From an optimization exercise on the open Yosys and OpenROAD flow, aimed at small area, a short achievable clock period and few clock cycles per item; shortcuts taken in it are not production practice. RTL that was checked went through simulation tests only; none was proved equivalent to the original. Function not checked in run 1: the RTL went through the layout flow alone.

==> design.v <==
module muldiv_unit (
    input  logic        clk,
    input  logic        rst,
    input  logic        start,
    input  logic [2:0]  op,
    input  logic [31:0] a,
    input  logic [31:0] b,
    output logic        busy,
    output logic [31:0] hi,
    output logic [31:0] lo
);
    function automatic logic [5:0] clz32(input logic [31:0] v);
        clz32 = 6'd32;
        for (int i = 0; i < 32; i++)
            if (v[i]) clz32 = 6'(31 - i);
    endfunction
    function automatic logic [31:0] cneg(input logic [31:0] x, input logic s);
        logic o;
        o = 1'b0;
        for (int i = 0; i < 32; i++) begin
            cneg[i] = x[i] ^ (s & o);
            o = o | x[i];
        end
    endfunction
    logic        busy_r, first;
    logic [3:0]  cnt;
    logic [1:0]  opr;
    logic        qneg_r, aneg_r, bneg_r;
    logic [31:0] X;
    logic [34:0] M;
    assign busy = busy_r;
    logic is_mul, sgn_mul, sgn_div, sgn;
    assign is_mul  = ~opr[1];
    assign sgn_mul = (opr == 2'd0);
    assign sgn_div = (opr == 2'd2);
    assign sgn     = sgn_mul | sgn_div;
    logic xneg, mneg;
    assign xneg = sgn_div & X[31];
    assign mneg = sgn_div & M[31];
    logic [5:0] cx, cm;
    assign cx = clz32(X ^ {32{sgn & X[31]}});
    assign cm = clz32(M[31:0] ^ {32{sgn & M[31]}});
    logic       swap;
    logic [5:0] cmax, nbits;
    logic [2:0] nd;
    assign swap  = cm > cx;
    assign cmax  = swap ? cm : cx;
    assign nbits = 6'd32 + {5'd0, sgn_mul} - cmax;
    always_comb begin
        nd = 3'((nbits + 6'd7) >> 3);
        if (nd == 3'd0) nd = 3'd1;
    end
    logic [5:0] lza;
    logic signed [6:0] dd;
    logic [4:0] nq;
    assign lza = xneg ? (cx - 6'd1) : cx;
    assign dd  = 7'({1'b0, cm}) - 7'({1'b0, lza});
    always_comb begin
        if (dd[6]) nq = 5'd1;
        else if (dd > 7'sd30) nq = 5'd16;
        else nq = 5'((dd + 7'sd2) >> 1);
    end
    logic bzero;
    assign bzero = (M[31:0] == 32'd0);
    logic [4:0] ntot;
    always_comb begin
        if (is_mul) ntot = {2'd0, nd};
        else if (bzero) ntot = 5'd1;
        else ntot = nq;
    end
    logic [31:0] Xa;
    assign Xa = cneg(X, xneg);
    logic [31:0] mplr0;
    logic [32:0] shin;
    logic [3:0]  shj;
    logic [34:0] shout;
    assign mplr0 = swap ? M[31:0] : X;
    assign shin  = is_mul ? {1'b0, mplr0} : {M[31:0], 1'b0};
    assign shj   = is_mul ? {nd[1:0] == 2'd0 ? 2'd0 : ~nd[1:0] + 2'd1, 2'b00} : 4'(nq - 5'd1);
    assign shout = {{2{mneg}}, shin} << {shj, 1'b0};
    logic [32:0] mcand;
    logic [31:0] mplr;
    logic [8:0]  dig;
    logic        corr;
    logic [63:0] pin, psh, pnew;
    logic [42:0] ws;
    assign mcand = first ? {sgn_mul & (swap ? X[31] : M[31]), (swap ? X : M[31:0])} : M[32:0];
    assign mplr  = first ? shout[31:0] : X;
    assign dig   = mplr[31:23];
    assign corr  = first & ~sgn_mul & mplr[31];
    assign pin   = first ? (corr ? {31'd0, mcand} : 64'd0) : {hi, lo};
    assign psh   = {pin[55:0], 8'd0};
    logic [40:0] csa_wp;
    logic [32:0] csa_mc;
    logic [8:0]  csa_x;
    logic [42:0] csa_s;
    assign csa_wp = psh[40:0];
    assign csa_mc = mcand;
    assign csa_x  = dig;
    assign ws     = csa_s;
    wire csa_one0 = csa_x[1] ^ csa_x[0];
    wire csa_two0 = (csa_x[2] & ~csa_x[1] & ~csa_x[0]) | (~csa_x[2] & csa_x[1] & csa_x[0]);
    wire csa_neg0 = csa_x[2];
    wire csa_n1 = (csa_one0 & csa_mc[0]) ^ csa_neg0;
    wire csa_n2 = ((csa_one0 & csa_mc[1]) | (csa_two0 & csa_mc[0])) ^ csa_neg0;
    wire csa_n3 = ((csa_one0 & csa_mc[2]) | (csa_two0 & csa_mc[1])) ^ csa_neg0;
    wire csa_n4 = ((csa_one0 & csa_mc[3]) | (csa_two0 & csa_mc[2])) ^ csa_neg0;
    wire csa_n5 = ((csa_one0 & csa_mc[4]) | (csa_two0 & csa_mc[3])) ^ csa_neg0;
    wire csa_n6 = ((csa_one0 & csa_mc[5]) | (csa_two0 & csa_mc[4])) ^ csa_neg0;
    wire csa_n7 = ((csa_one0 & csa_mc[6]) | (csa_two0 & csa_mc[5])) ^ csa_neg0;
    wire csa_n8 = ((csa_one0 & csa_mc[7]) | (csa_two0 & csa_mc[6])) ^ csa_neg0;
    wire csa_n9 = ((csa_one0 & csa_mc[8]) | (csa_two0 & csa_mc[7])) ^ csa_neg0;
    wire csa_n10 = ((csa_one0 & csa_mc[9]) | (csa_two0 & csa_mc[8])) ^ csa_neg0;
    wire csa_n11 = ((csa_one0 & csa_mc[10]) | (csa_two0 & csa_mc[9])) ^ csa_neg0;
    wire csa_n12 = ((csa_one0 & csa_mc[11]) | (csa_two0 & csa_mc[10])) ^ csa_neg0;
    wire csa_n13 = ((csa_one0 & csa_mc[12]) | (csa_two0 & csa_mc[11])) ^ csa_neg0;
    wire csa_n14 = ((csa_one0 & csa_mc[13]) | (csa_two0 & csa_mc[12])) ^ csa_neg0;
    wire csa_n15 = ((csa_one0 & csa_mc[14]) | (csa_two0 & csa_mc[13])) ^ csa_neg0;
    wire csa_n16 = ((csa_one0 & csa_mc[15]) | (csa_two0 & csa_mc[14])) ^ csa_neg0;
    wire csa_n17 = ((csa_one0 & csa_mc[16]) | (csa_two0 & csa_mc[15])) ^ csa_neg0;
    wire csa_n18 = ((csa_one0 & csa_mc[17]) | (csa_two0 & csa_mc[16])) ^ csa_neg0;
    wire csa_n19 = ((csa_one0 & csa_mc[18]) | (csa_two0 & csa_mc[17])) ^ csa_neg0;
    wire csa_n20 = ((csa_one0 & csa_mc[19]) | (csa_two0 & csa_mc[18])) ^ csa_neg0;
    wire csa_n21 = ((csa_one0 & csa_mc[20]) | (csa_two0 & csa_mc[19])) ^ csa_neg0;
    wire csa_n22 = ((csa_one0 & csa_mc[21]) | (csa_two0 & csa_mc[20])) ^ csa_neg0;
    wire csa_n23 = ((csa_one0 & csa_mc[22]) | (csa_two0 & csa_mc[21])) ^ csa_neg0;
    wire csa_n24 = ((csa_one0 & csa_mc[23]) | (csa_two0 & csa_mc[22])) ^ csa_neg0;
    wire csa_n25 = ((csa_one0 & csa_mc[24]) | (csa_two0 & csa_mc[23])) ^ csa_neg0;
    wire csa_n26 = ((csa_one0 & csa_mc[25]) | (csa_two0 & csa_mc[24])) ^ csa_neg0;
    wire csa_n27 = ((csa_one0 & csa_mc[26]) | (csa_two0 & csa_mc[25])) ^ csa_neg0;
    wire csa_n28 = ((csa_one0 & csa_mc[27]) | (csa_two0 & csa_mc[26])) ^ csa_neg0;
    wire csa_n29 = ((csa_one0 & csa_mc[28]) | (csa_two0 & csa_mc[27])) ^ csa_neg0;
    wire csa_n30 = ((csa_one0 & csa_mc[29]) | (csa_two0 & csa_mc[28])) ^ csa_neg0;
    wire csa_n31 = ((csa_one0 & csa_mc[30]) | (csa_two0 & csa_mc[29])) ^ csa_neg0;
    wire csa_n32 = ((csa_one0 & csa_mc[31]) | (csa_two0 & csa_mc[30])) ^ csa_neg0;
    wire csa_n33 = ((csa_one0 & csa_mc[32]) | (csa_two0 & csa_mc[31])) ^ csa_neg0;
    wire csa_n34 = ~(((csa_one0 & csa_mc[32]) | (csa_two0 & csa_mc[32])) ^ csa_neg0);
    wire csa_one1 = csa_x[3] ^ csa_x[2];
    wire csa_two1 = (csa_x[4] & ~csa_x[3] & ~csa_x[2]) | (~csa_x[4] & csa_x[3] & csa_x[2]);
    wire csa_neg1 = csa_x[4];
    wire csa_n35 = (csa_one1 & csa_mc[0]) ^ csa_neg1;
    wire csa_n36 = ((csa_one1 & csa_mc[1]) | (csa_two1 & csa_mc[0])) ^ csa_neg1;
    wire csa_n37 = ((csa_one1 & csa_mc[2]) | (csa_two1 & csa_mc[1])) ^ csa_neg1;
    wire csa_n38 = ((csa_one1 & csa_mc[3]) | (csa_two1 & csa_mc[2])) ^ csa_neg1;
    wire csa_n39 = ((csa_one1 & csa_mc[4]) | (csa_two1 & csa_mc[3])) ^ csa_neg1;
    wire csa_n40 = ((csa_one1 & csa_mc[5]) | (csa_two1 & csa_mc[4])) ^ csa_neg1;
    wire csa_n41 = ((csa_one1 & csa_mc[6]) | (csa_two1 & csa_mc[5])) ^ csa_neg1;
    wire csa_n42 = ((csa_one1 & csa_mc[7]) | (csa_two1 & csa_mc[6])) ^ csa_neg1;
    wire csa_n43 = ((csa_one1 & csa_mc[8]) | (csa_two1 & csa_mc[7])) ^ csa_neg1;
    wire csa_n44 = ((csa_one1 & csa_mc[9]) | (csa_two1 & csa_mc[8])) ^ csa_neg1;
    wire csa_n45 = ((csa_one1 & csa_mc[10]) | (csa_two1 & csa_mc[9])) ^ csa_neg1;
    wire csa_n46 = ((csa_one1 & csa_mc[11]) | (csa_two1 & csa_mc[10])) ^ csa_neg1;
    wire csa_n47 = ((csa_one1 & csa_mc[12]) | (csa_two1 & csa_mc[11])) ^ csa_neg1;
    wire csa_n48 = ((csa_one1 & csa_mc[13]) | (csa_two1 & csa_mc[12])) ^ csa_neg1;
    wire csa_n49 = ((csa_one1 & csa_mc[14]) | (csa_two1 & csa_mc[13])) ^ csa_neg1;
    wire csa_n50 = ((csa_one1 & csa_mc[15]) | (csa_two1 & csa_mc[14])) ^ csa_neg1;
    wire csa_n51 = ((csa_one1 & csa_mc[16]) | (csa_two1 & csa_mc[15])) ^ csa_neg1;
    wire csa_n52 = ((csa_one1 & csa_mc[17]) | (csa_two1 & csa_mc[16])) ^ csa_neg1;
    wire csa_n53 = ((csa_one1 & csa_mc[18]) | (csa_two1 & csa_mc[17])) ^ csa_neg1;
    wire csa_n54 = ((csa_one1 & csa_mc[19]) | (csa_two1 & csa_mc[18])) ^ csa_neg1;
    wire csa_n55 = ((csa_one1 & csa_mc[20]) | (csa_two1 & csa_mc[19])) ^ csa_neg1;
    wire csa_n56 = ((csa_one1 & csa_mc[21]) | (csa_two1 & csa_mc[20])) ^ csa_neg1;
    wire csa_n57 = ((csa_one1 & csa_mc[22]) | (csa_two1 & csa_mc[21])) ^ csa_neg1;
    wire csa_n58 = ((csa_one1 & csa_mc[23]) | (csa_two1 & csa_mc[22])) ^ csa_neg1;
    wire csa_n59 = ((csa_one1 & csa_mc[24]) | (csa_two1 & csa_mc[23])) ^ csa_neg1;
    wire csa_n60 = ((csa_one1 & csa_mc[25]) | (csa_two1 & csa_mc[24])) ^ csa_neg1;
    wire csa_n61 = ((csa_one1 & csa_mc[26]) | (csa_two1 & csa_mc[25])) ^ csa_neg1;
    wire csa_n62 = ((csa_one1 & csa_mc[27]) | (csa_two1 & csa_mc[26])) ^ csa_neg1;
    wire csa_n63 = ((csa_one1 & csa_mc[28]) | (csa_two1 & csa_mc[27])) ^ csa_neg1;
    wire csa_n64 = ((csa_one1 & csa_mc[29]) | (csa_two1 & csa_mc[28])) ^ csa_neg1;
    wire csa_n65 = ((csa_one1 & csa_mc[30]) | (csa_two1 & csa_mc[29])) ^ csa_neg1;
    wire csa_n66 = ((csa_one1 & csa_mc[31]) | (csa_two1 & csa_mc[30])) ^ csa_neg1;
    wire csa_n67 = ((csa_one1 & csa_mc[32]) | (csa_two1 & csa_mc[31])) ^ csa_neg1;
    wire csa_n68 = ~(((csa_one1 & csa_mc[32]) | (csa_two1 & csa_mc[32])) ^ csa_neg1);
    wire csa_one2 = csa_x[5] ^ csa_x[4];
    wire csa_two2 = (csa_x[6] & ~csa_x[5] & ~csa_x[4]) | (~csa_x[6] & csa_x[5] & csa_x[4]);
    wire csa_neg2 = csa_x[6];
    wire csa_n69 = (csa_one2 & csa_mc[0]) ^ csa_neg2;
    wire csa_n70 = ((csa_one2 & csa_mc[1]) | (csa_two2 & csa_mc[0])) ^ csa_neg2;
    wire csa_n71 = ((csa_one2 & csa_mc[2]) | (csa_two2 & csa_mc[1])) ^ csa_neg2;
    wire csa_n72 = ((csa_one2 & csa_mc[3]) | (csa_two2 & csa_mc[2])) ^ csa_neg2;
    wire csa_n73 = ((csa_one2 & csa_mc[4]) | (csa_two2 & csa_mc[3])) ^ csa_neg2;
    wire csa_n74 = ((csa_one2 & csa_mc[5]) | (csa_two2 & csa_mc[4])) ^ csa_neg2;
    wire csa_n75 = ((csa_one2 & csa_mc[6]) | (csa_two2 & csa_mc[5])) ^ csa_neg2;
    wire csa_n76 = ((csa_one2 & csa_mc[7]) | (csa_two2 & csa_mc[6])) ^ csa_neg2;
    wire csa_n77 = ((csa_one2 & csa_mc[8]) | (csa_two2 & csa_mc[7])) ^ csa_neg2;
    wire csa_n78 = ((csa_one2 & csa_mc[9]) | (csa_two2 & csa_mc[8])) ^ csa_neg2;
    wire csa_n79 = ((csa_one2 & csa_mc[10]) | (csa_two2 & csa_mc[9])) ^ csa_neg2;
    wire csa_n80 = ((csa_one2 & csa_mc[11]) | (csa_two2 & csa_mc[10])) ^ csa_neg2;
    wire csa_n81 = ((csa_one2 & csa_mc[12]) | (csa_two2 & csa_mc[11])) ^ csa_neg2;
    wire csa_n82 = ((csa_one2 & csa_mc[13]) | (csa_two2 & csa_mc[12])) ^ csa_neg2;
    wire csa_n83 = ((csa_one2 & csa_mc[14]) | (csa_two2 & csa_mc[13])) ^ csa_neg2;
    wire csa_n84 = ((csa_one2 & csa_mc[15]) | (csa_two2 & csa_mc[14])) ^ csa_neg2;
    wire csa_n85 = ((csa_one2 & csa_mc[16]) | (csa_two2 & csa_mc[15])) ^ csa_neg2;
    wire csa_n86 = ((csa_one2 & csa_mc[17]) | (csa_two2 & csa_mc[16])) ^ csa_neg2;
    wire csa_n87 = ((csa_one2 & csa_mc[18]) | (csa_two2 & csa_mc[17])) ^ csa_neg2;
    wire csa_n88 = ((csa_one2 & csa_mc[19]) | (csa_two2 & csa_mc[18])) ^ csa_neg2;
    wire csa_n89 = ((csa_one2 & csa_mc[20]) | (csa_two2 & csa_mc[19])) ^ csa_neg2;
    wire csa_n90 = ((csa_one2 & csa_mc[21]) | (csa_two2 & csa_mc[20])) ^ csa_neg2;
    wire csa_n91 = ((csa_one2 & csa_mc[22]) | (csa_two2 & csa_mc[21])) ^ csa_neg2;
    wire csa_n92 = ((csa_one2 & csa_mc[23]) | (csa_two2 & csa_mc[22])) ^ csa_neg2;
    wire csa_n93 = ((csa_one2 & csa_mc[24]) | (csa_two2 & csa_mc[23])) ^ csa_neg2;
    wire csa_n94 = ((csa_one2 & csa_mc[25]) | (csa_two2 & csa_mc[24])) ^ csa_neg2;
    wire csa_n95 = ((csa_one2 & csa_mc[26]) | (csa_two2 & csa_mc[25])) ^ csa_neg2;
    wire csa_n96 = ((csa_one2 & csa_mc[27]) | (csa_two2 & csa_mc[26])) ^ csa_neg2;
    wire csa_n97 = ((csa_one2 & csa_mc[28]) | (csa_two2 & csa_mc[27])) ^ csa_neg2;
    wire csa_n98 = ((csa_one2 & csa_mc[29]) | (csa_two2 & csa_mc[28])) ^ csa_neg2;
    wire csa_n99 = ((csa_one2 & csa_mc[30]) | (csa_two2 & csa_mc[29])) ^ csa_neg2;
    wire csa_n100 = ((csa_one2 & csa_mc[31]) | (csa_two2 & csa_mc[30])) ^ csa_neg2;
    wire csa_n101 = ((csa_one2 & csa_mc[32]) | (csa_two2 & csa_mc[31])) ^ csa_neg2;
    wire csa_n102 = ~(((csa_one2 & csa_mc[32]) | (csa_two2 & csa_mc[32])) ^ csa_neg2);
    wire csa_one3 = csa_x[7] ^ csa_x[6];
    wire csa_two3 = (csa_x[8] & ~csa_x[7] & ~csa_x[6]) | (~csa_x[8] & csa_x[7] & csa_x[6]);
    wire csa_neg3 = csa_x[8];
    wire csa_n103 = (csa_one3 & csa_mc[0]) ^ csa_neg3;
    wire csa_n104 = ((csa_one3 & csa_mc[1]) | (csa_two3 & csa_mc[0])) ^ csa_neg3;
    wire csa_n105 = ((csa_one3 & csa_mc[2]) | (csa_two3 & csa_mc[1])) ^ csa_neg3;
    wire csa_n106 = ((csa_one3 & csa_mc[3]) | (csa_two3 & csa_mc[2])) ^ csa_neg3;
    wire csa_n107 = ((csa_one3 & csa_mc[4]) | (csa_two3 & csa_mc[3])) ^ csa_neg3;
    wire csa_n108 = ((csa_one3 & csa_mc[5]) | (csa_two3 & csa_mc[4])) ^ csa_neg3;
    wire csa_n109 = ((csa_one3 & csa_mc[6]) | (csa_two3 & csa_mc[5])) ^ csa_neg3;
    wire csa_n110 = ((csa_one3 & csa_mc[7]) | (csa_two3 & csa_mc[6])) ^ csa_neg3;
    wire csa_n111 = ((csa_one3 & csa_mc[8]) | (csa_two3 & csa_mc[7])) ^ csa_neg3;
    wire csa_n112 = ((csa_one3 & csa_mc[9]) | (csa_two3 & csa_mc[8])) ^ csa_neg3;
    wire csa_n113 = ((csa_one3 & csa_mc[10]) | (csa_two3 & csa_mc[9])) ^ csa_neg3;
    wire csa_n114 = ((csa_one3 & csa_mc[11]) | (csa_two3 & csa_mc[10])) ^ csa_neg3;
    wire csa_n115 = ((csa_one3 & csa_mc[12]) | (csa_two3 & csa_mc[11])) ^ csa_neg3;
    wire csa_n116 = ((csa_one3 & csa_mc[13]) | (csa_two3 & csa_mc[12])) ^ csa_neg3;
    wire csa_n117 = ((csa_one3 & csa_mc[14]) | (csa_two3 & csa_mc[13])) ^ csa_neg3;
    wire csa_n118 = ((csa_one3 & csa_mc[15]) | (csa_two3 & csa_mc[14])) ^ csa_neg3;
    wire csa_n119 = ((csa_one3 & csa_mc[16]) | (csa_two3 & csa_mc[15])) ^ csa_neg3;
    wire csa_n120 = ((csa_one3 & csa_mc[17]) | (csa_two3 & csa_mc[16])) ^ csa_neg3;
    wire csa_n121 = ((csa_one3 & csa_mc[18]) | (csa_two3 & csa_mc[17])) ^ csa_neg3;
    wire csa_n122 = ((csa_one3 & csa_mc[19]) | (csa_two3 & csa_mc[18])) ^ csa_neg3;
    wire csa_n123 = ((csa_one3 & csa_mc[20]) | (csa_two3 & csa_mc[19])) ^ csa_neg3;
    wire csa_n124 = ((csa_one3 & csa_mc[21]) | (csa_two3 & csa_mc[20])) ^ csa_neg3;
    wire csa_n125 = ((csa_one3 & csa_mc[22]) | (csa_two3 & csa_mc[21])) ^ csa_neg3;
    wire csa_n126 = ((csa_one3 & csa_mc[23]) | (csa_two3 & csa_mc[22])) ^ csa_neg3;
    wire csa_n127 = ((csa_one3 & csa_mc[24]) | (csa_two3 & csa_mc[23])) ^ csa_neg3;
    wire csa_n128 = ((csa_one3 & csa_mc[25]) | (csa_two3 & csa_mc[24])) ^ csa_neg3;
    wire csa_n129 = ((csa_one3 & csa_mc[26]) | (csa_two3 & csa_mc[25])) ^ csa_neg3;
    wire csa_n130 = ((csa_one3 & csa_mc[27]) | (csa_two3 & csa_mc[26])) ^ csa_neg3;
    wire csa_n131 = ((csa_one3 & csa_mc[28]) | (csa_two3 & csa_mc[27])) ^ csa_neg3;
    wire csa_n132 = ((csa_one3 & csa_mc[29]) | (csa_two3 & csa_mc[28])) ^ csa_neg3;
    wire csa_n133 = ((csa_one3 & csa_mc[30]) | (csa_two3 & csa_mc[29])) ^ csa_neg3;
    wire csa_n134 = ((csa_one3 & csa_mc[31]) | (csa_two3 & csa_mc[30])) ^ csa_neg3;
    wire csa_n135 = ((csa_one3 & csa_mc[32]) | (csa_two3 & csa_mc[31])) ^ csa_neg3;
    wire csa_n136 = ~(((csa_one3 & csa_mc[32]) | (csa_two3 & csa_mc[32])) ^ csa_neg3);
    wire csa_n137, csa_n138;
    mdu_ha un137 (.a(csa_n7), .b(csa_n39), .s(csa_n137), .co(csa_n138));
    wire csa_n139, csa_n140;
    mdu_ha un139 (.a(csa_n8), .b(csa_n40), .s(csa_n139), .co(csa_n140));
    wire csa_n141, csa_n142;
    mdu_fa un141 (.a(csa_wp[8]), .b(csa_n9), .c(csa_n41), .s(csa_n141), .co(csa_n142));
    wire csa_n143, csa_n144;
    mdu_fa un143 (.a(csa_wp[9]), .b(csa_n10), .c(csa_n42), .s(csa_n143), .co(csa_n144));
    wire csa_n145, csa_n146;
    mdu_fa un145 (.a(csa_wp[10]), .b(csa_n11), .c(csa_n43), .s(csa_n145), .co(csa_n146));
    wire csa_n147, csa_n148;
    mdu_fa un147 (.a(csa_wp[11]), .b(csa_n12), .c(csa_n44), .s(csa_n147), .co(csa_n148));
    wire csa_n149, csa_n150;
    mdu_fa un149 (.a(csa_wp[12]), .b(csa_n13), .c(csa_n45), .s(csa_n149), .co(csa_n150));
    wire csa_n151, csa_n152;
    mdu_fa un151 (.a(csa_wp[13]), .b(csa_n14), .c(csa_n46), .s(csa_n151), .co(csa_n152));
    wire csa_n153, csa_n154;
    mdu_fa un153 (.a(csa_wp[14]), .b(csa_n15), .c(csa_n47), .s(csa_n153), .co(csa_n154));
    wire csa_n155, csa_n156;
    mdu_fa un155 (.a(csa_wp[15]), .b(csa_n16), .c(csa_n48), .s(csa_n155), .co(csa_n156));
    wire csa_n157, csa_n158;
    mdu_fa un157 (.a(csa_wp[16]), .b(csa_n17), .c(csa_n49), .s(csa_n157), .co(csa_n158));
    wire csa_n159, csa_n160;
    mdu_fa un159 (.a(csa_wp[17]), .b(csa_n18), .c(csa_n50), .s(csa_n159), .co(csa_n160));
    wire csa_n161, csa_n162;
    mdu_fa un161 (.a(csa_wp[18]), .b(csa_n19), .c(csa_n51), .s(csa_n161), .co(csa_n162));
    wire csa_n163, csa_n164;
    mdu_fa un163 (.a(csa_wp[19]), .b(csa_n20), .c(csa_n52), .s(csa_n163), .co(csa_n164));
    wire csa_n165, csa_n166;
    mdu_fa un165 (.a(csa_wp[20]), .b(csa_n21), .c(csa_n53), .s(csa_n165), .co(csa_n166));
    wire csa_n167, csa_n168;
    mdu_fa un167 (.a(csa_wp[21]), .b(csa_n22), .c(csa_n54), .s(csa_n167), .co(csa_n168));
    wire csa_n169, csa_n170;
    mdu_fa un169 (.a(csa_wp[22]), .b(csa_n23), .c(csa_n55), .s(csa_n169), .co(csa_n170));
    wire csa_n171, csa_n172;
    mdu_fa un171 (.a(csa_wp[23]), .b(csa_n24), .c(csa_n56), .s(csa_n171), .co(csa_n172));
    wire csa_n173, csa_n174;
    mdu_fa un173 (.a(csa_wp[24]), .b(csa_n25), .c(csa_n57), .s(csa_n173), .co(csa_n174));
    wire csa_n175, csa_n176;
    mdu_fa un175 (.a(csa_wp[25]), .b(csa_n26), .c(csa_n58), .s(csa_n175), .co(csa_n176));
    wire csa_n177, csa_n178;
    mdu_fa un177 (.a(csa_wp[26]), .b(csa_n27), .c(csa_n59), .s(csa_n177), .co(csa_n178));
    wire csa_n179, csa_n180;
    mdu_fa un179 (.a(csa_wp[27]), .b(csa_n28), .c(csa_n60), .s(csa_n179), .co(csa_n180));
    wire csa_n181, csa_n182;
    mdu_fa un181 (.a(csa_wp[28]), .b(csa_n29), .c(csa_n61), .s(csa_n181), .co(csa_n182));
    wire csa_n183, csa_n184;
    mdu_fa un183 (.a(csa_wp[29]), .b(csa_n30), .c(csa_n62), .s(csa_n183), .co(csa_n184));
    wire csa_n185, csa_n186;
    mdu_fa un185 (.a(csa_wp[30]), .b(csa_n31), .c(csa_n63), .s(csa_n185), .co(csa_n186));
    wire csa_n187, csa_n188;
    mdu_fa un187 (.a(csa_wp[31]), .b(csa_n32), .c(csa_n64), .s(csa_n187), .co(csa_n188));
    wire csa_n189, csa_n190;
    mdu_fa un189 (.a(csa_wp[32]), .b(csa_n33), .c(csa_n65), .s(csa_n189), .co(csa_n190));
    wire csa_n191 = ~(csa_wp[33] ^ csa_n34);
    wire csa_n192 = csa_wp[33] | csa_n34;
    wire csa_n193, csa_n194;
    mdu_ha un193 (.a(csa_n66), .b(csa_n98), .s(csa_n193), .co(csa_n194));
    wire csa_n195 = ~(csa_wp[34] ^ csa_n67);
    wire csa_n196 = csa_wp[34] | csa_n67;
    wire csa_n197, csa_n198;
    mdu_ha un197 (.a(csa_n99), .b(csa_n131), .s(csa_n197), .co(csa_n198));
    wire csa_n199, csa_n200;
    mdu_fa un199 (.a(csa_wp[35]), .b(csa_n68), .c(csa_n100), .s(csa_n199), .co(csa_n200));
    wire csa_n201 = ~csa_wp[36];
    wire csa_n202, csa_n203;
    mdu_ha un202 (.a(csa_n5), .b(csa_n37), .s(csa_n202), .co(csa_n203));
    wire csa_n204, csa_n205;
    mdu_ha un204 (.a(csa_n6), .b(csa_n38), .s(csa_n204), .co(csa_n205));
    wire csa_n206, csa_n207;
    mdu_fa un206 (.a(csa_n137), .b(csa_n71), .c(csa_neg3), .s(csa_n206), .co(csa_n207));
    wire csa_n208, csa_n209;
    mdu_fa un208 (.a(csa_n138), .b(csa_n139), .c(csa_n72), .s(csa_n208), .co(csa_n209));
    wire csa_n210, csa_n211;
    mdu_fa un210 (.a(csa_n140), .b(csa_n141), .c(csa_n73), .s(csa_n210), .co(csa_n211));
    wire csa_n212, csa_n213;
    mdu_fa un212 (.a(csa_n142), .b(csa_n143), .c(csa_n74), .s(csa_n212), .co(csa_n213));
    wire csa_n214, csa_n215;
    mdu_fa un214 (.a(csa_n144), .b(csa_n145), .c(csa_n75), .s(csa_n214), .co(csa_n215));
    wire csa_n216, csa_n217;
    mdu_fa un216 (.a(csa_n146), .b(csa_n147), .c(csa_n76), .s(csa_n216), .co(csa_n217));
    wire csa_n218, csa_n219;
    mdu_fa un218 (.a(csa_n148), .b(csa_n149), .c(csa_n77), .s(csa_n218), .co(csa_n219));
    wire csa_n220, csa_n221;
    mdu_fa un220 (.a(csa_n150), .b(csa_n151), .c(csa_n78), .s(csa_n220), .co(csa_n221));
    wire csa_n222, csa_n223;
    mdu_fa un222 (.a(csa_n152), .b(csa_n153), .c(csa_n79), .s(csa_n222), .co(csa_n223));
    wire csa_n224, csa_n225;
    mdu_fa un224 (.a(csa_n154), .b(csa_n155), .c(csa_n80), .s(csa_n224), .co(csa_n225));
    wire csa_n226, csa_n227;
    mdu_fa un226 (.a(csa_n156), .b(csa_n157), .c(csa_n81), .s(csa_n226), .co(csa_n227));
    wire csa_n228, csa_n229;
    mdu_fa un228 (.a(csa_n158), .b(csa_n159), .c(csa_n82), .s(csa_n228), .co(csa_n229));
    wire csa_n230, csa_n231;
    mdu_fa un230 (.a(csa_n160), .b(csa_n161), .c(csa_n83), .s(csa_n230), .co(csa_n231));
    wire csa_n232, csa_n233;
    mdu_fa un232 (.a(csa_n162), .b(csa_n163), .c(csa_n84), .s(csa_n232), .co(csa_n233));
    wire csa_n234, csa_n235;
    mdu_fa un234 (.a(csa_n164), .b(csa_n165), .c(csa_n85), .s(csa_n234), .co(csa_n235));
    wire csa_n236, csa_n237;
    mdu_fa un236 (.a(csa_n166), .b(csa_n167), .c(csa_n86), .s(csa_n236), .co(csa_n237));
    wire csa_n238, csa_n239;
    mdu_fa un238 (.a(csa_n168), .b(csa_n169), .c(csa_n87), .s(csa_n238), .co(csa_n239));
    wire csa_n240, csa_n241;
    mdu_fa un240 (.a(csa_n170), .b(csa_n171), .c(csa_n88), .s(csa_n240), .co(csa_n241));
    wire csa_n242, csa_n243;
    mdu_fa un242 (.a(csa_n172), .b(csa_n173), .c(csa_n89), .s(csa_n242), .co(csa_n243));
    wire csa_n244, csa_n245;
    mdu_fa un244 (.a(csa_n174), .b(csa_n175), .c(csa_n90), .s(csa_n244), .co(csa_n245));
    wire csa_n246, csa_n247;
    mdu_fa un246 (.a(csa_n176), .b(csa_n177), .c(csa_n91), .s(csa_n246), .co(csa_n247));
    wire csa_n248, csa_n249;
    mdu_fa un248 (.a(csa_n178), .b(csa_n179), .c(csa_n92), .s(csa_n248), .co(csa_n249));
    wire csa_n250, csa_n251;
    mdu_fa un250 (.a(csa_n180), .b(csa_n181), .c(csa_n93), .s(csa_n250), .co(csa_n251));
    wire csa_n252, csa_n253;
    mdu_fa un252 (.a(csa_n182), .b(csa_n183), .c(csa_n94), .s(csa_n252), .co(csa_n253));
    wire csa_n254, csa_n255;
    mdu_fa un254 (.a(csa_n184), .b(csa_n185), .c(csa_n95), .s(csa_n254), .co(csa_n255));
    wire csa_n256, csa_n257;
    mdu_fa un256 (.a(csa_n186), .b(csa_n187), .c(csa_n96), .s(csa_n256), .co(csa_n257));
    wire csa_n258, csa_n259;
    mdu_fa un258 (.a(csa_n188), .b(csa_n189), .c(csa_n97), .s(csa_n258), .co(csa_n259));
    wire csa_n260, csa_n261;
    mdu_fa un260 (.a(csa_n190), .b(csa_n191), .c(csa_n193), .s(csa_n260), .co(csa_n261));
    wire csa_n262, csa_n263;
    mdu_fa un262 (.a(csa_n192), .b(csa_n194), .c(csa_n195), .s(csa_n262), .co(csa_n263));
    wire csa_n264, csa_n265;
    mdu_fa un264 (.a(csa_n196), .b(csa_n198), .c(csa_n199), .s(csa_n264), .co(csa_n265));
    wire csa_n266, csa_n267;
    mdu_fa un266 (.a(csa_n200), .b(csa_n201), .c(csa_n101), .s(csa_n266), .co(csa_n267));
    wire csa_n268, csa_n269;
    mdu_fa un268 (.a(csa_wp[36]), .b(csa_wp[37]), .c(csa_n102), .s(csa_n268), .co(csa_n269));
    wire csa_n270 = ~csa_wp[38];
    wire csa_n271, csa_n272;
    mdu_ha un271 (.a(csa_n3), .b(csa_neg1), .s(csa_n271), .co(csa_n272));
    wire csa_n273, csa_n274;
    mdu_ha un273 (.a(csa_n4), .b(csa_n36), .s(csa_n273), .co(csa_n274));
    wire csa_n275, csa_n276;
    mdu_fa un275 (.a(csa_n202), .b(csa_neg2), .c(csa_n69), .s(csa_n275), .co(csa_n276));
    wire csa_n277, csa_n278;
    mdu_fa un277 (.a(csa_n203), .b(csa_n204), .c(csa_n70), .s(csa_n277), .co(csa_n278));
    wire csa_n279, csa_n280;
    mdu_fa un279 (.a(csa_n205), .b(csa_n206), .c(csa_n103), .s(csa_n279), .co(csa_n280));
    wire csa_n281, csa_n282;
    mdu_fa un281 (.a(csa_n207), .b(csa_n208), .c(csa_n104), .s(csa_n281), .co(csa_n282));
    wire csa_n283, csa_n284;
    mdu_fa un283 (.a(csa_n209), .b(csa_n210), .c(csa_n105), .s(csa_n283), .co(csa_n284));
    wire csa_n285, csa_n286;
    mdu_fa un285 (.a(csa_n211), .b(csa_n212), .c(csa_n106), .s(csa_n285), .co(csa_n286));
    wire csa_n287, csa_n288;
    mdu_fa un287 (.a(csa_n213), .b(csa_n214), .c(csa_n107), .s(csa_n287), .co(csa_n288));
    wire csa_n289, csa_n290;
    mdu_fa un289 (.a(csa_n215), .b(csa_n216), .c(csa_n108), .s(csa_n289), .co(csa_n290));
    wire csa_n291, csa_n292;
    mdu_fa un291 (.a(csa_n217), .b(csa_n218), .c(csa_n109), .s(csa_n291), .co(csa_n292));
    wire csa_n293, csa_n294;
    mdu_fa un293 (.a(csa_n219), .b(csa_n220), .c(csa_n110), .s(csa_n293), .co(csa_n294));
    wire csa_n295, csa_n296;
    mdu_fa un295 (.a(csa_n221), .b(csa_n222), .c(csa_n111), .s(csa_n295), .co(csa_n296));
    wire csa_n297, csa_n298;
    mdu_fa un297 (.a(csa_n223), .b(csa_n224), .c(csa_n112), .s(csa_n297), .co(csa_n298));
    wire csa_n299, csa_n300;
    mdu_fa un299 (.a(csa_n225), .b(csa_n226), .c(csa_n113), .s(csa_n299), .co(csa_n300));
    wire csa_n301, csa_n302;
    mdu_fa un301 (.a(csa_n227), .b(csa_n228), .c(csa_n114), .s(csa_n301), .co(csa_n302));
    wire csa_n303, csa_n304;
    mdu_fa un303 (.a(csa_n229), .b(csa_n230), .c(csa_n115), .s(csa_n303), .co(csa_n304));
    wire csa_n305, csa_n306;
    mdu_fa un305 (.a(csa_n231), .b(csa_n232), .c(csa_n116), .s(csa_n305), .co(csa_n306));
    wire csa_n307, csa_n308;
    mdu_fa un307 (.a(csa_n233), .b(csa_n234), .c(csa_n117), .s(csa_n307), .co(csa_n308));
    wire csa_n309, csa_n310;
    mdu_fa un309 (.a(csa_n235), .b(csa_n236), .c(csa_n118), .s(csa_n309), .co(csa_n310));
    wire csa_n311, csa_n312;
    mdu_fa un311 (.a(csa_n237), .b(csa_n238), .c(csa_n119), .s(csa_n311), .co(csa_n312));
    wire csa_n313, csa_n314;
    mdu_fa un313 (.a(csa_n239), .b(csa_n240), .c(csa_n120), .s(csa_n313), .co(csa_n314));
    wire csa_n315, csa_n316;
    mdu_fa un315 (.a(csa_n241), .b(csa_n242), .c(csa_n121), .s(csa_n315), .co(csa_n316));
    wire csa_n317, csa_n318;
    mdu_fa un317 (.a(csa_n243), .b(csa_n244), .c(csa_n122), .s(csa_n317), .co(csa_n318));
    wire csa_n319, csa_n320;
    mdu_fa un319 (.a(csa_n245), .b(csa_n246), .c(csa_n123), .s(csa_n319), .co(csa_n320));
    wire csa_n321, csa_n322;
    mdu_fa un321 (.a(csa_n247), .b(csa_n248), .c(csa_n124), .s(csa_n321), .co(csa_n322));
    wire csa_n323, csa_n324;
    mdu_fa un323 (.a(csa_n249), .b(csa_n250), .c(csa_n125), .s(csa_n323), .co(csa_n324));
    wire csa_n325, csa_n326;
    mdu_fa un325 (.a(csa_n251), .b(csa_n252), .c(csa_n126), .s(csa_n325), .co(csa_n326));
    wire csa_n327, csa_n328;
    mdu_fa un327 (.a(csa_n253), .b(csa_n254), .c(csa_n127), .s(csa_n327), .co(csa_n328));
    wire csa_n329, csa_n330;
    mdu_fa un329 (.a(csa_n255), .b(csa_n256), .c(csa_n128), .s(csa_n329), .co(csa_n330));
    wire csa_n331, csa_n332;
    mdu_fa un331 (.a(csa_n257), .b(csa_n258), .c(csa_n129), .s(csa_n331), .co(csa_n332));
    wire csa_n333, csa_n334;
    mdu_fa un333 (.a(csa_n259), .b(csa_n260), .c(csa_n130), .s(csa_n333), .co(csa_n334));
    wire csa_n335, csa_n336;
    mdu_fa un335 (.a(csa_n261), .b(csa_n262), .c(csa_n197), .s(csa_n335), .co(csa_n336));
    wire csa_n337, csa_n338;
    mdu_fa un337 (.a(csa_n263), .b(csa_n264), .c(csa_n132), .s(csa_n337), .co(csa_n338));
    wire csa_n339, csa_n340;
    mdu_fa un339 (.a(csa_n265), .b(csa_n266), .c(csa_n133), .s(csa_n339), .co(csa_n340));
    wire csa_n341, csa_n342;
    mdu_fa un341 (.a(csa_n267), .b(csa_n268), .c(csa_n134), .s(csa_n341), .co(csa_n342));
    wire csa_n343, csa_n344;
    mdu_fa un343 (.a(csa_n269), .b(csa_n270), .c(csa_n135), .s(csa_n343), .co(csa_n344));
    wire csa_n345, csa_n346;
    mdu_fa un345 (.a(csa_wp[38]), .b(csa_wp[39]), .c(csa_n136), .s(csa_n345), .co(csa_n346));
    wire csa_n347 = ~csa_wp[40];
    wire csa_n348, csa_n349;
    mdu_ha un348 (.a(csa_neg0), .b(csa_n1), .s(csa_n348), .co(csa_n349));
    wire csa_n350, csa_n351;
    mdu_ha un350 (.a(csa_n2), .b(csa_n349), .s(csa_n350), .co(csa_n351));
    wire csa_n352, csa_n353;
    mdu_fa un352 (.a(csa_n271), .b(csa_n35), .c(csa_n351), .s(csa_n352), .co(csa_n353));
    wire csa_n354, csa_n355;
    mdu_fa un354 (.a(csa_n272), .b(csa_n273), .c(csa_n353), .s(csa_n354), .co(csa_n355));
    wire csa_n356, csa_n357;
    mdu_fa un356 (.a(csa_n274), .b(csa_n275), .c(csa_n355), .s(csa_n356), .co(csa_n357));
    wire csa_n358, csa_n359;
    mdu_fa un358 (.a(csa_n276), .b(csa_n277), .c(csa_n357), .s(csa_n358), .co(csa_n359));
    wire csa_n360, csa_n361;
    mdu_fa un360 (.a(csa_n278), .b(csa_n279), .c(csa_n359), .s(csa_n360), .co(csa_n361));
    wire csa_n362, csa_n363;
    mdu_fa un362 (.a(csa_n280), .b(csa_n281), .c(csa_n361), .s(csa_n362), .co(csa_n363));
    wire csa_n364, csa_n365;
    mdu_fa un364 (.a(csa_n282), .b(csa_n283), .c(csa_n363), .s(csa_n364), .co(csa_n365));
    wire csa_n366, csa_n367;
    mdu_fa un366 (.a(csa_n284), .b(csa_n285), .c(csa_n365), .s(csa_n366), .co(csa_n367));
    wire csa_n368, csa_n369;
    mdu_fa un368 (.a(csa_n286), .b(csa_n287), .c(csa_n367), .s(csa_n368), .co(csa_n369));
    wire csa_n370, csa_n371;
    mdu_fa un370 (.a(csa_n288), .b(csa_n289), .c(csa_n369), .s(csa_n370), .co(csa_n371));
    wire csa_n372, csa_n373;
    mdu_fa un372 (.a(csa_n290), .b(csa_n291), .c(csa_n371), .s(csa_n372), .co(csa_n373));
    wire csa_n374, csa_n375;
    mdu_fa un374 (.a(csa_n292), .b(csa_n293), .c(csa_n373), .s(csa_n374), .co(csa_n375));
    wire csa_n376, csa_n377;
    mdu_fa un376 (.a(csa_n294), .b(csa_n295), .c(csa_n375), .s(csa_n376), .co(csa_n377));
    wire csa_n378, csa_n379;
    mdu_fa un378 (.a(csa_n296), .b(csa_n297), .c(csa_n377), .s(csa_n378), .co(csa_n379));
    wire csa_n380, csa_n381;
    mdu_fa un380 (.a(csa_n298), .b(csa_n299), .c(csa_n379), .s(csa_n380), .co(csa_n381));
    wire csa_n382, csa_n383;
    mdu_fa un382 (.a(csa_n300), .b(csa_n301), .c(csa_n381), .s(csa_n382), .co(csa_n383));
    wire csa_n384, csa_n385;
    mdu_fa un384 (.a(csa_n302), .b(csa_n303), .c(csa_n383), .s(csa_n384), .co(csa_n385));
    wire csa_n386, csa_n387;
    mdu_fa un386 (.a(csa_n304), .b(csa_n305), .c(csa_n385), .s(csa_n386), .co(csa_n387));
    wire csa_n388, csa_n389;
    mdu_fa un388 (.a(csa_n306), .b(csa_n307), .c(csa_n387), .s(csa_n388), .co(csa_n389));
    wire csa_n390, csa_n391;
    mdu_fa un390 (.a(csa_n308), .b(csa_n309), .c(csa_n389), .s(csa_n390), .co(csa_n391));
    wire csa_n392, csa_n393;
    mdu_fa un392 (.a(csa_n310), .b(csa_n311), .c(csa_n391), .s(csa_n392), .co(csa_n393));
    wire csa_n394, csa_n395;
    mdu_fa un394 (.a(csa_n312), .b(csa_n313), .c(csa_n393), .s(csa_n394), .co(csa_n395));
    wire csa_n396, csa_n397;
    mdu_fa un396 (.a(csa_n314), .b(csa_n315), .c(csa_n395), .s(csa_n396), .co(csa_n397));
    wire csa_n398, csa_n399;
    mdu_fa un398 (.a(csa_n316), .b(csa_n317), .c(csa_n397), .s(csa_n398), .co(csa_n399));
    wire csa_n400, csa_n401;
    mdu_fa un400 (.a(csa_n318), .b(csa_n319), .c(csa_n399), .s(csa_n400), .co(csa_n401));
    wire csa_n402, csa_n403;
    mdu_fa un402 (.a(csa_n320), .b(csa_n321), .c(csa_n401), .s(csa_n402), .co(csa_n403));
    wire csa_n404, csa_n405;
    mdu_fa un404 (.a(csa_n322), .b(csa_n323), .c(csa_n403), .s(csa_n404), .co(csa_n405));
    wire csa_n406, csa_n407;
    mdu_fa un406 (.a(csa_n324), .b(csa_n325), .c(csa_n405), .s(csa_n406), .co(csa_n407));
    wire csa_n408, csa_n409;
    mdu_fa un408 (.a(csa_n326), .b(csa_n327), .c(csa_n407), .s(csa_n408), .co(csa_n409));
    wire csa_n410, csa_n411;
    mdu_fa un410 (.a(csa_n328), .b(csa_n329), .c(csa_n409), .s(csa_n410), .co(csa_n411));
    wire csa_n412, csa_n413;
    mdu_fa un412 (.a(csa_n330), .b(csa_n331), .c(csa_n411), .s(csa_n412), .co(csa_n413));
    wire csa_n414, csa_n415;
    mdu_fa un414 (.a(csa_n332), .b(csa_n333), .c(csa_n413), .s(csa_n414), .co(csa_n415));
    wire csa_n416, csa_n417;
    mdu_fa un416 (.a(csa_n334), .b(csa_n335), .c(csa_n415), .s(csa_n416), .co(csa_n417));
    wire csa_n418, csa_n419;
    mdu_fa un418 (.a(csa_n336), .b(csa_n337), .c(csa_n417), .s(csa_n418), .co(csa_n419));
    wire csa_n420, csa_n421;
    mdu_fa un420 (.a(csa_n338), .b(csa_n339), .c(csa_n419), .s(csa_n420), .co(csa_n421));
    wire csa_n422, csa_n423;
    mdu_fa un422 (.a(csa_n340), .b(csa_n341), .c(csa_n421), .s(csa_n422), .co(csa_n423));
    wire csa_n424, csa_n425;
    mdu_fa un424 (.a(csa_n342), .b(csa_n343), .c(csa_n423), .s(csa_n424), .co(csa_n425));
    wire csa_n426, csa_n427;
    mdu_fa un426 (.a(csa_n344), .b(csa_n345), .c(csa_n425), .s(csa_n426), .co(csa_n427));
    wire csa_n428, csa_n429;
    mdu_fa un428 (.a(csa_n346), .b(csa_n347), .c(csa_n427), .s(csa_n428), .co(csa_n429));
    wire csa_n430 = ~(csa_wp[40] ^ csa_n429);
    wire csa_n431 = csa_wp[40] | csa_n429;
    wire csa_n432 = ~csa_n431;
    assign csa_s[0] = csa_n348;
    assign csa_s[1] = csa_n350;
    assign csa_s[2] = csa_n352;
    assign csa_s[3] = csa_n354;
    assign csa_s[4] = csa_n356;
    assign csa_s[5] = csa_n358;
    assign csa_s[6] = csa_n360;
    assign csa_s[7] = csa_n362;
    assign csa_s[8] = csa_n364;
    assign csa_s[9] = csa_n366;
    assign csa_s[10] = csa_n368;
    assign csa_s[11] = csa_n370;
    assign csa_s[12] = csa_n372;
    assign csa_s[13] = csa_n374;
    assign csa_s[14] = csa_n376;
    assign csa_s[15] = csa_n378;
    assign csa_s[16] = csa_n380;
    assign csa_s[17] = csa_n382;
    assign csa_s[18] = csa_n384;
    assign csa_s[19] = csa_n386;
    assign csa_s[20] = csa_n388;
    assign csa_s[21] = csa_n390;
    assign csa_s[22] = csa_n392;
    assign csa_s[23] = csa_n394;
    assign csa_s[24] = csa_n396;
    assign csa_s[25] = csa_n398;
    assign csa_s[26] = csa_n400;
    assign csa_s[27] = csa_n402;
    assign csa_s[28] = csa_n404;
    assign csa_s[29] = csa_n406;
    assign csa_s[30] = csa_n408;
    assign csa_s[31] = csa_n410;
    assign csa_s[32] = csa_n412;
    assign csa_s[33] = csa_n414;
    assign csa_s[34] = csa_n416;
    assign csa_s[35] = csa_n418;
    assign csa_s[36] = csa_n420;
    assign csa_s[37] = csa_n422;
    assign csa_s[38] = csa_n424;
    assign csa_s[39] = csa_n426;
    assign csa_s[40] = csa_n428;
    assign csa_s[41] = csa_n430;
    assign csa_s[42] = csa_n432;
    logic [22:0] up, upi, upd, unew;
    assign up = psh[63:41];
    always_comb begin
        logic ai, ad;
        ai = 1'b1;
        ad = 1'b1;
        for (int i = 0; i < 23; i++) begin
            upi[i] = up[i] ^ ai;
            upd[i] = up[i] ^ ad;
            ai = ai & up[i];
            ad = ad & ~up[i];
        end
    end
    for (genvar i = 0; i < 23; i++) begin : g_usel
        mdu_sel3 u_sel (.s(ws[42:41]), .a(up[i]), .i(upi[i]), .d(upd[i]), .y(unew[i]));
    end
    assign pnew = {unew, ws[40:0]};
    logic [31:0] rin, qin, r1, r2, qout;
    logic [34:0] dn;
    logic        q0, q1;
    assign rin = first ? Xa : hi;
    assign dn  = first ? (shout ^ {35{~mneg}}) : M;
    assign qin = first ? 32'd0 : lo;
    logic [32:0] c0;
    logic [31:0] s0;
    logic bneg;
    assign bneg = first ? mneg : bneg_r;
    assign c0[0] = ~bneg;
    for (genvar k = 0; k < 32; k++) begin : g_r0
        mdu_fa u_fa (.a(rin[k]), .b(dn[k]), .c(c0[k]), .s(s0[k]), .co(c0[k+1]));
    end
    logic ge0;
    logic [31:0] g0, e0;
    logic [15:0] g1, e1;
    logic [7:0]  g2, e2;
    logic [3:0]  g3, e3;
    logic [1:0]  g4, e4;
    assign g0 = rin & dn[31:0];
    assign e0 = rin ^ dn[31:0];
    for (genvar k = 0; k < 16; k++) begin : g_l1
        assign g1[k] = g0[2*k+1] | (e0[2*k+1] & g0[2*k]);
        assign e1[k] = e0[2*k+1] & e0[2*k];
    end
    for (genvar k = 0; k < 8; k++) begin : g_l2
        assign g2[k] = g1[2*k+1] | (e1[2*k+1] & g1[2*k]);
        assign e2[k] = e1[2*k+1] & e1[2*k];
    end
    for (genvar k = 0; k < 4; k++) begin : g_l3
        assign g3[k] = g2[2*k+1] | (e2[2*k+1] & g2[2*k]);
        assign e3[k] = e2[2*k+1] & e2[2*k];
    end
    for (genvar k = 0; k < 2; k++) begin : g_l4
        assign g4[k] = g3[2*k+1] | (e3[2*k+1] & g3[2*k]);
        assign e4[k] = e3[2*k+1] & e3[2*k];
    end
    assign ge0 = g4[1] | (e4[1] & g4[0]) | (e4[1] & e4[0] & ~bneg);
    assign q0 = ge0 & (&dn[34:32]);
    assign r1 = q0 ? s0 : rin;
    logic [32:0] c1;
    logic [31:0] s1;
    assign c1[0] = ~bneg;
    for (genvar k = 0; k < 32; k++) begin : g_r1
        mdu_fa u_fa (.a(r1[k]), .b(dn[k+1]), .c(c1[k]), .s(s1[k]), .co(c1[k+1]));
    end
    assign q1 = c1[32] & (&dn[34:33]);
    assign r2 = q1 ? s1 : r1;
    assign qout = {qin[29:0], q0, q1};
    logic qneg, aneg;
    assign qneg = first ? (xneg ^ mneg) : qneg_r;
    assign aneg = first ? xneg : aneg_r;
    logic last;
    assign last = first ? (ntot == 5'd1) : (cnt == 4'd1);
    always_ff @(posedge clk or negedge rst) begin
        if (!rst) begin
            first  <= 1'b0;
            busy_r <= 1'b0;
            hi     <= 32'd0;
            lo     <= 32'd0;
        end else begin
            if (!busy_r) begin
                first  <= start & ~op[2];
                busy_r <= start & ~op[2];
                if (start && op == 3'd4) hi <= a;
                if (start && op == 3'd5) lo <= a;
            end else begin
                first  <= 1'b0;
                busy_r <= ~last;
                if (is_mul) begin
                    {hi, lo} <= pnew;
                end else if (!(first && bzero)) begin
                    hi <= cneg(r2, last & aneg);
                    lo <= cneg(qout, last & qneg);
                end
            end
        end
    end
    always_ff @(posedge clk) begin
        if (!busy_r) begin
            opr <= op[1:0];
            X   <= a;
            M   <= {3'b000, b};
            cnt <= 4'd0;
        end else begin
            cnt <= first ? 4'(ntot - 5'd1) : cnt - 4'd1;
            if (first) begin
                qneg_r <= xneg ^ mneg;
                aneg_r <= xneg;
                bneg_r <= mneg;
            end
            X <= mplr << 8;
            if (is_mul) begin
                M <= {2'b00, mcand};
            end else begin
                M <= {2'b11, dn[34:2]};
            end
        end
    end
endmodule
module mdu_sel3 (
    input  logic [1:0] s,
    input  logic       a,
    input  logic       i,
    input  logic       d,
    output logic       y
);
    assign y = s[0] ? (s[1] ? d : i) : a;
endmodule
module mdu_fa (
    input  logic a,
    input  logic b,
    input  logic c,
    output logic s,
    output logic co
);
    assign s  = a ^ b ^ c;
    assign co = (a & b) | (a & c) | (b & c);
endmodule
module mdu_ha (
    input  logic a,
    input  logic b,
    output logic s,
    output logic co
);
    assign s  = a ^ b;
    assign co = a & b;
endmodule
==> flow/run.sh <==
#!/bin/bash
# Layout flow: the standard ORFS flow (standard.sh) with two changes.
#  1. Synthesis maps the logic with flow/abc_area.script, an area-oriented
#     ABC script (map -a, then buffering and sizing). Registers are mapped
#     before ABC runs, so they are exactly the standard synthesis's.
#  2. Ports are buffered with sky130_fd_sc_hd__buf_2 cells.
# Each tool's log is under orfs/logs/; make's own output is in flow_make.log.
set -euo pipefail
W=$(pwd)
rm -rf "$W/scripts_mod"
cp -r "$FLOW_HOME/scripts" "$W/scripts_mod"
cp "$W/flow/abc_area.script" "$W/scripts_mod/abc_area.script"
export SCRIPTS_DIR="$W/scripts_mod"
export BUFFER_PORTS_ARGS="-buffer_cell sky130_fd_sc_hd__buf_2"
bash "$W/standard.sh" > "$W/flow_make.log" 2>&1
==> flow/abc_area.script <==
strash
dch
map -a
topo
stime -c
buffer -c
upsize -c
dnsize -c
==> standard.sh <==
#!/bin/bash
# synth_recipe.tcl (not shown) runs the flow's synth.tcl, then flattens the netlist and writes it again
# the make line also repeats each setting of config.mk as NAME=value (left out here)
make -C /OpenROAD-flow-scripts/flow DESIGN_CONFIG=/design/flow/config.mk WORK_HOME=/design/flow/orfs CLKGATE_MAP_FILE= SYNTH_SCRIPT=/design/flow/synth_recipe.tcl "${@:-finish}"
==> config.mk <==
export PLATFORM = sky130hd
export DESIGN_NAME = muldiv_unit
export DESIGN_NICKNAME = muldiv_unit
export VERILOG_FILES = /design/flow/design.v
export SDC_FILE = /design/flow/constraint.sdc
export NUM_CORES = 4
export LEC_CHECK = 0
export ABC_AREA = 1
export CAP_MARGIN = 20
export CORE_MARGIN = 2
export CORE_UTILIZATION = 40
export SLEW_MARGIN = 20
export SYNTH_HIERARCHICAL = 1
==> constraint.sdc <==
create_clock -name core_clock -period 150.0 [get_ports {clk}]
set_input_delay 30.0000 -clock core_clock [delete_from_list [all_inputs] [get_ports {clk}]]
set_output_delay 30.0000 -clock core_clock [all_outputs]
set_load 0.01 [all_outputs]
==> run summary, run 1 <==
CP Data Arrival Time 1.25 ns; area enclosed by the die boundary 0.05920 sq mm; number of setup violations in the final report 0; max-cap violations 0; category of cells accounting for the largest share of critical-path delay flip-flops; sequential fraction of the synthesis area 0.1398; final count of pins violating max slew 0; Finished Cell Area 0.02507 sq mm; DR DRC count 0; detailed-router iteration count before antenna repair 8; synthesized-area fraction occupied by and/or/nand/nor cells 0.2032; fraction of final layout cells with drive strength greater than 1 0.1005; post-CTS setup-driven buffer insertion count 0; via total after detailed routing 24,123; net count after synthesis 3,700; Chip Height 243.3 um; class of the most critical hold timing path register to register; initial core utilization 0.4055; library cells used by synthesis 61; Post-Synth Adder-Cell Area 0.2304; Avg Vias per Cell 5.827; kind of end point of the critical path output pin; predominant post-synthesis flop cell dfxtp_1; most frequent cells in the layout nand2_1, nor2_1, o21ai_0; largest cells by area after synthesis fa_1, nand2_1, xor2_1; number of rows in the core area 87; later-pin clock latency in the skew report 0.51 ns; clock tree sinks 141; layout overhead on the synthesized area 9.427%; clock buffers created by TritonCTS 17; xor and xnor area share after synthesis 0.1019; slew at the pin closest to its max-slew limit 1.114 ns; number of antenna violations at the first check in global routing 3; RSZ-0062 raised after global routing false; number of global-route vias before repair 22,910; clock tree from TritonCTS built; H-tree level count 4; DP Area 0.02450 sq mm; Detail Route Antenna Nets 0; leading area contributor after synthesis fa_1; root buf cell clkbuf_16; most common library cell in the layout ignoring fill and taps nand2_1; placed wire-length estimate after detailed placement 74.40 mm; critical path required time 120.00 ns; Synthesis Warnings 7; crit path max-delay cell type dfrtp_1; period utilization 0.2083; aggregate global-route resource usage 0.3294; count of flip-flops with a built-in enable after synthesis 5; Post-Route Skew 0.01321 ns; wire length per cell after detailed routing 23.55 um; buffers and inverters on the worst path 1; largest stage delay on the critical path 0.54 ns; worst slew slack as a fraction of its limit 0.2495; cells along the critical path buf_2; type of origin of the critical path register; IO Count 135; Clk pin slew, worst setup/hold paths 0.07 ns; area share of the largest cell type after synthesis 0.1730; worst-case clock buffer depth 2; clock period minus final worst setup slack 31.25 ns; number of endpoints with negative hold slack in the final report 0; number of buffer cells added on primary ports 134; area of the core 0.05650 sq mm; placed cell count 4,107; largest net degree at the start of global routing 175; overflow left after global routing 0; Synth Area per Inst 6.886 sq um; Synth Instances 3,327; count of hold-fix buffers inserted at cts 0; setup TNS 0 ns; main combinational cell family by area after synthesis compound AO/OA/AOI/OAI gates; type of the worst setup path register to output pin; total detailed-routing wirelength 97.48 mm; wire length of the first global-routing pass 146.2 mm; final non-filler cell total 4,140; Resized Gates After CTS 0; fraction of synthesized area in multiplexers 0.003059; Netlist Area Pre-Place 0.02291 sq mm; complex-gate fraction of the synthesized area 0.2331; highest clock frequency the design can meet 32.01 MHz; Worst Path Max Fanout 6; run status complete, no violations; Starting DRT DRC Count 3,020; fraction of synthesis flops using an asynchronous set or reset pin 0.4681; DIE WIDTH 243.3 um; number of nets at the end of the flow 3,743; routability congestion estimate 1.024; synthesized flop and latch total 141
## sequential cells by signal, indices dropped and copies added, names as in the netlist
name,count
qneg_r,1
lo,32
bneg_r,1
M,34
opr,2
cnt,4
first,1
hi,32
X,32
aneg_r,1
busy_r,1
## worst paths after layout
check | start | to | slack (ns) | depth (start not counted)
max | lo[8]$_DFFE_PN0P_ | lo[8] | 118.76 | 1
min | aneg_r$_DFFE_PP_ | aneg_r$_DFFE_PP_ | 0.56 | 1
max reg2reg | opr[0]$_DFFE_PN_ | lo[31]$_DFFE_PN0P_ | 119.93 | 134
min reg2reg | aneg_r$_DFFE_PP_ | aneg_r$_DFFE_PP_ | 0.56 | 1
max in group asynchronous | rst | first$_DFF_PN0_ | 119.51 | 2
min in group asynchronous | rst | hi[14]$_DFFE_PN0P_ | 29.43 | 1
## stage by stage
step                utilization  setup slack [ns]  hold slack (ns)
floorplan                     -            118.68           0.5063
global placement         0.4337            118.38           0.5443
detailed placement       0.4337            118.34           0.5456
CTS                      0.4437            118.73           0.5617
global route             0.4437            118.21           0.5879
finish                   0.4437            118.76           0.5643
## cell usage after synthesis, drive strengths merged (5+ instances only)
library cell  count
xnor2            44
o31ai            13
a31oi           100
a21oi           211
edfxtp            5
nor3             26
a21boi            8
inv             323
o211ai           15
dfrtp            66
fa              198
o21a              7
buf              35
nand2           557
xor2            219
dfxtp            70
nand3            69
nor4             10
a221oi            5
o21ai           385
a211oi           11
clkinv            5
clkbuf          165
o22ai           139
ha              105
nor2            458
o221ai           23
a22oi             7
mux2i             7
nand4            25
## Yosys stat by module (local to each module, per instance)
module / cells / area [sq um] / times used
mdu_ha: 1 / 12.51 / 10
muldiv_unit: 3005 / 18350 / 1
mdu_sel3: 5 / 21.27 / 23
mdu_fa: 1 / 20.02 / 197
## kinds of logic after synthesis
logic type / after synthesis
AND/OR/NAND/NOR: 1151
adder cells (fa/ha/maj): 303
flip-flops: 141
XOR/XNOR: 263
AO/OA/AOI/OAI: 934
multiplexers: 7
buffers and inverters: 528
## cell type report
type,instances,area (sq um)
repair buffers,224,1361
fillers,5935,31430
clock buffers,18,439.2
well taps,756,945.9
inverters,328,1241
multi-input cells,2658,17740
diodes,1,2.502
flip-flops and latches,141,3208
clock inverters,14,126.4
## metal layers
metal	routed length, um	vias to the layer above	track usage
met5	28	-	0
met4	5857	4	0.1720
met3	10150	259	0.08019
met2	41720	1262	0.4916
met1	39730	11388	0.4404
li1	-	11210	-
==> run 2: changes to the inputs <==
--- a/design.v
+++ b/design.v
@@ -598,9 +598,7 @@
             ad = ad & ~up[i];
         end
     end
-    for (genvar i = 0; i < 23; i++) begin : g_usel
-        mdu_sel3 u_sel (.s(ws[42:41]), .a(up[i]), .i(upi[i]), .d(upd[i]), .y(unew[i]));
-    end
+    mdu_sel3 u_sel (.s(ws[42:41]), .a(up), .i(upi), .d(upd), .y(unew));
     assign pnew = {unew, ws[40:0]};
     logic [31:0] rin, qin, r1, r2, qout;
     logic [34:0] dn;
@@ -704,13 +702,19 @@
     end
 endmodule
 module mdu_sel3 (
-    input  logic [1:0] s,
-    input  logic       a,
-    input  logic       i,
-    input  logic       d,
-    output logic       y
+    input  logic [1:0]  s,
+    input  logic [22:0] a,
+    input  logic [22:0] i,
+    input  logic [22:0] d,
+    output logic [22:0] y
 );
-    assign y = s[0] ? (s[1] ? d : i) : a;
+    always_comb begin
+        case (s)
+            2'b01:   y = i;
+            2'b11:   y = d;
+            default: y = a;
+        endcase
+    end
 endmodule
 module mdu_fa (
     input  logic a,
--- a/config.mk
+++ b/config.mk
@@ -9,5 +9,7 @@
 export CAP_MARGIN = 20
 export CORE_MARGIN = 2
 export CORE_UTILIZATION = 40
+export CTS_CLUSTER_DIAMETER = 200
+export CTS_CLUSTER_SIZE = 40
 export SLEW_MARGIN = 20
 export SYNTH_HIERARCHICAL = 1
==> run summary, run 2 <==
number of antenna violations at the first check in global routing 2 (-1); RSZ-0062 raised after global routing false; most common library cell in the layout ignoring fill and taps nand2_1; library cells used by synthesis 65 (+6.6%); largest stage delay on the critical path 0.58 ns (+0.04 ns); CP Data Arrival Time 1.30 ns (+0.05 ns); fraction of final layout cells with drive strength greater than 1 0.1037 (+0.003234); crit path max-delay cell type dfrtp_1; routability congestion estimate 0.9788 (-4.4%); number of rows in the core area 87 (unchanged); wire length of the first global-routing pass 145.4 mm (-0.52%); via total after detailed routing 24,375 (+1.0%); highest clock frequency the design can meet 31.95 MHz (-0.16%); DR DRC count 0 (unchanged); number of nets at the end of the flow 3,705 (-1.0%); Hold Worst Slack 0.5544 ns (-0.009838 ns); sequential fraction of the synthesis area 0.1399 (about the same); critical path required time 120.00 ns (about the same); setup TNS 0 ns (unchanged); leading area contributor after synthesis fa_1; type of the worst setup path register to output pin; area share of the largest cell type after synthesis 0.1731 (about the same); wire length per cell after detailed routing 23.60 um (+0.23%); largest cells by area after synthesis fa_1, nand2_1, xor2_1; buffers and inverters on the worst path 1 (unchanged); post-CTS setup-driven buffer insertion count 0 (unchanged); cells along the critical path buf_2; Synthesis Warnings 8 (+1); max-cap violations 0 (unchanged); area of the core 0.05650 sq mm (unchanged); Largest register FFs 34 (unchanged); net count after synthesis 3,676 (-0.65%); Synth Instances 3,303 (-0.72%); Starting DRT DRC Count 2,872 (-4.9%); later-pin clock latency in the skew report 0.51 ns (about the same); synthesized flop and latch total 141 (unchanged); count of flip-flops with a built-in enable after synthesis 5 (unchanged); class of the most critical hold timing path register to register; number of global-route vias before repair 23,151 (+1.1%); run status complete, no violations; Reg2Reg Capture Point hi[31]$_DFFE_PN0P_; Netlist Area Pre-Place 0.02290 sq mm (about the same); placed wire-length estimate after detailed placement 73.34 mm (-1.4%); clock buffers created by TritonCTS 17 (unchanged); Avg Vias per Cell 5.944 (+2.0%); Worst Reg2Reg Path Length in Cells 115 (-14%); initial core utilization 0.4053 (about the same); fraction of synthesis flops using an asynchronous set or reset pin 0.4681 (unchanged); slew at the pin closest to its max-slew limit 1.033 ns (-0.08143 ns); largest net degree at the start of global routing 170 (-2.9%); worst-case clock buffer depth 2 (unchanged); Chip Height 243.3 um (about the same); Synth Area per Inst 6.932 sq um (+0.68%); number of endpoints with negative hold slack in the final report 0 (unchanged); total detailed-routing wirelength 96.79 mm (-0.72%); predominant post-synthesis flop cell dfxtp_1; Finished Cell Area 0.02498 sq mm (-0.34%); Resized Gates After CTS 0 (unchanged); number of buffer cells added on primary ports 134 (unchanged); type of origin of the critical path register; clock tree sinks 141 (unchanged); root buf cell clkbuf_16; aggregate global-route resource usage 0.3244 (-0.004951); largest register by flop count M; DP Area 0.02441 sq mm (-0.35%); number of setup violations in the final report 0 (unchanged); Detail Route Antenna Nets 0 (unchanged); most frequent cells in the layout nand2_1, nor2_1, o21ai_0; placed cell count 4,069 (-0.93%); Worst Path Max Fanout 6 (unchanged); category of cells accounting for the largest share of critical-path delay flip-flops; IO Count 135 (unchanged); termination of the worst setup path lo[8]; final non-filler cell total 4,101 (-0.94%); number of gates on the worst path with buffers counted 1 (unchanged); layout overhead on the synthesized area 9.104%; Clk pin slew, worst setup/hold paths 0.07 ns (about the same); H-tree level count 4 (unchanged); final count of pins violating max slew 0 (unchanged); worst slew slack as a fraction of its limit 0.3070 (+0.05751); count of hold-fix buffers inserted at cts 0 (unchanged); fillcell total 6,012 (+1.3%); period utilization 0.2086 (+0.0003467); commonest cells in the netlist nand2_1, nor2_1, o21ai_0; library cell with the highest instance count after synthesis nand2_1; slack of the worst reg-to-reg path 119.22 ns (-0.71 ns); DIE WIDTH 243.3 um (about the same); Crit Reg-Reg Startpoint opr[0]$_DFFE_PN_; overflow left after global routing 0 (unchanged); detailed-router iteration count before antenna repair 8 (unchanged); number of diodes added for antenna fixing 0 (-1); clock tree from TritonCTS built; kind of end point of the critical path output pin; Post-Route Skew 0.02106 ns (+0.007856 ns); area enclosed by the die boundary 0.05917 sq mm (about the same); launching instance or port of the critical path lo[8]$_DFFE_PN0P_; clock period minus final worst setup slack 31.30 ns (+0.05200 ns)
-- run 2: cells by family after synthesis --
logic type | share of synthesized area
xor+xnor | 0.1005
mux | 0.001749
fa+ha+maj | 0.2305
flops | 0.1399
buf+inv | 0.08852
compound gates | 0.2355
simple gates | 0.2033
-- run 2: final cells by class --
| cell class | count | area [sq um] | share of cell area |
|---|---|---|---|
| clock buffers | 18 | 429.2 | 0.01718 |
| clock inverters | 14 | 135.1 | 0.005409 |
| inverters | 303 | 1150 | 0.04603 |
| multi-input cells | 2645 | 17750 | 0.7106 |
| flip-flops and latches | 141 | 3208 | 0.1284 |
| well taps | 756 | 945.9 | 0.03786 |
| repair buffers | 224 | 1361 | 0.05449 |
-- run 2: how the worst min path moves through the flow --
stage                           startpoint                to  slack, ns  cells after the start
after detailed placement  aneg_r$_DFFE_PP_  aneg_r$_DFFE_PP_       0.54                      1
after CTS                 aneg_r$_DFFE_PP_  aneg_r$_DFFE_PP_       0.56                      1
final                     aneg_r$_DFFE_PP_  aneg_r$_DFFE_PP_       0.55                      1
after global routing      aneg_r$_DFFE_PP_  aneg_r$_DFFE_PP_       0.57                      1
after global placement    aneg_r$_DFFE_PP_  aneg_r$_DFFE_PP_       0.54                      1
after floorplan           aneg_r$_DFFE_PP_  aneg_r$_DFFE_PP_       0.52                      1
-- run 2: through the flow --
stage	utilization	setup WS (ns)
floorplan	-	118.69
global placement	0.4321	118.42
detailed placement	0.4321	118.43
CTS	0.4421	118.71
global route	0.4422	117.91
finish	0.4422	118.70
-- run 2: metal layers --
metal	global-route usage	routed length, um	vias up	part of all wire
met3	0.06830	9599	251	0.099
met2	0.5018	43030	1294	0.44
met1	0.4276	38770	11675	0.40
met5	0	13	-	0.00013
li1	-	-	11153	-
met4	0.1649	5367	2	0.055
-- run 2: per-module statistics from Yosys (local to each module, per instance) --
| module | times used | cells | area (sq um) | flip-flops and latches |
|---|---|---|---|---|
| muldiv_unit | 1 | 3000 | 18370 | 141 |
| mdu_sel3 | 1 | 96 | 455.4 | 0 |
| mdu_fa | 197 | 1 | 20.02 | 0 |
| mdu_ha | 10 | 1 | 12.51 | 0 |
Testbench counts of run 2, summed over its fixed seeds: cycles 40,931, ops 12,000.

-- afterwards: timing with drivers on the ports --
In the flow no input, the clock included, has a driving cell. The finished layouts below were timed again as built, in two steps. Step 1 sets driving cells, clkbuf_16 on the clock port and buf_2 on the other inputs (assumed; they add their load-dependent delay and slew). Step 2 adds t to the input delays and takes it off the output delays; t is the mean of the earliest and latest rising clock arrival at the registers after step 1. Input paths then give back, and output paths get back, about the clock's delay inside the block. Slacks: no drivers / after step 1 / after step 2; pairs: no drivers / after step 1.
run | shift t [ns] | setup slack, ns | hold WS [ns] | worst setup path after step 2 | slew at the worst register clock pin (ns)
run 1 | 0.564 | 118.755 / 118.692 / 118.323 | 0.564 / 0.564 / 0.564 | input to register | 0.08 / 0.08
run 2 | 0.559 | 118.703 / 118.646 / 118.390 | 0.554 / 0.554 / 0.554 | input to register | 0.08 / 0.08
After both steps every run listed still meets setup and hold. For run 1, which loses most, drivers alone change the setup slack by -0.063 ns; drivers and shift together by -0.432 ns.
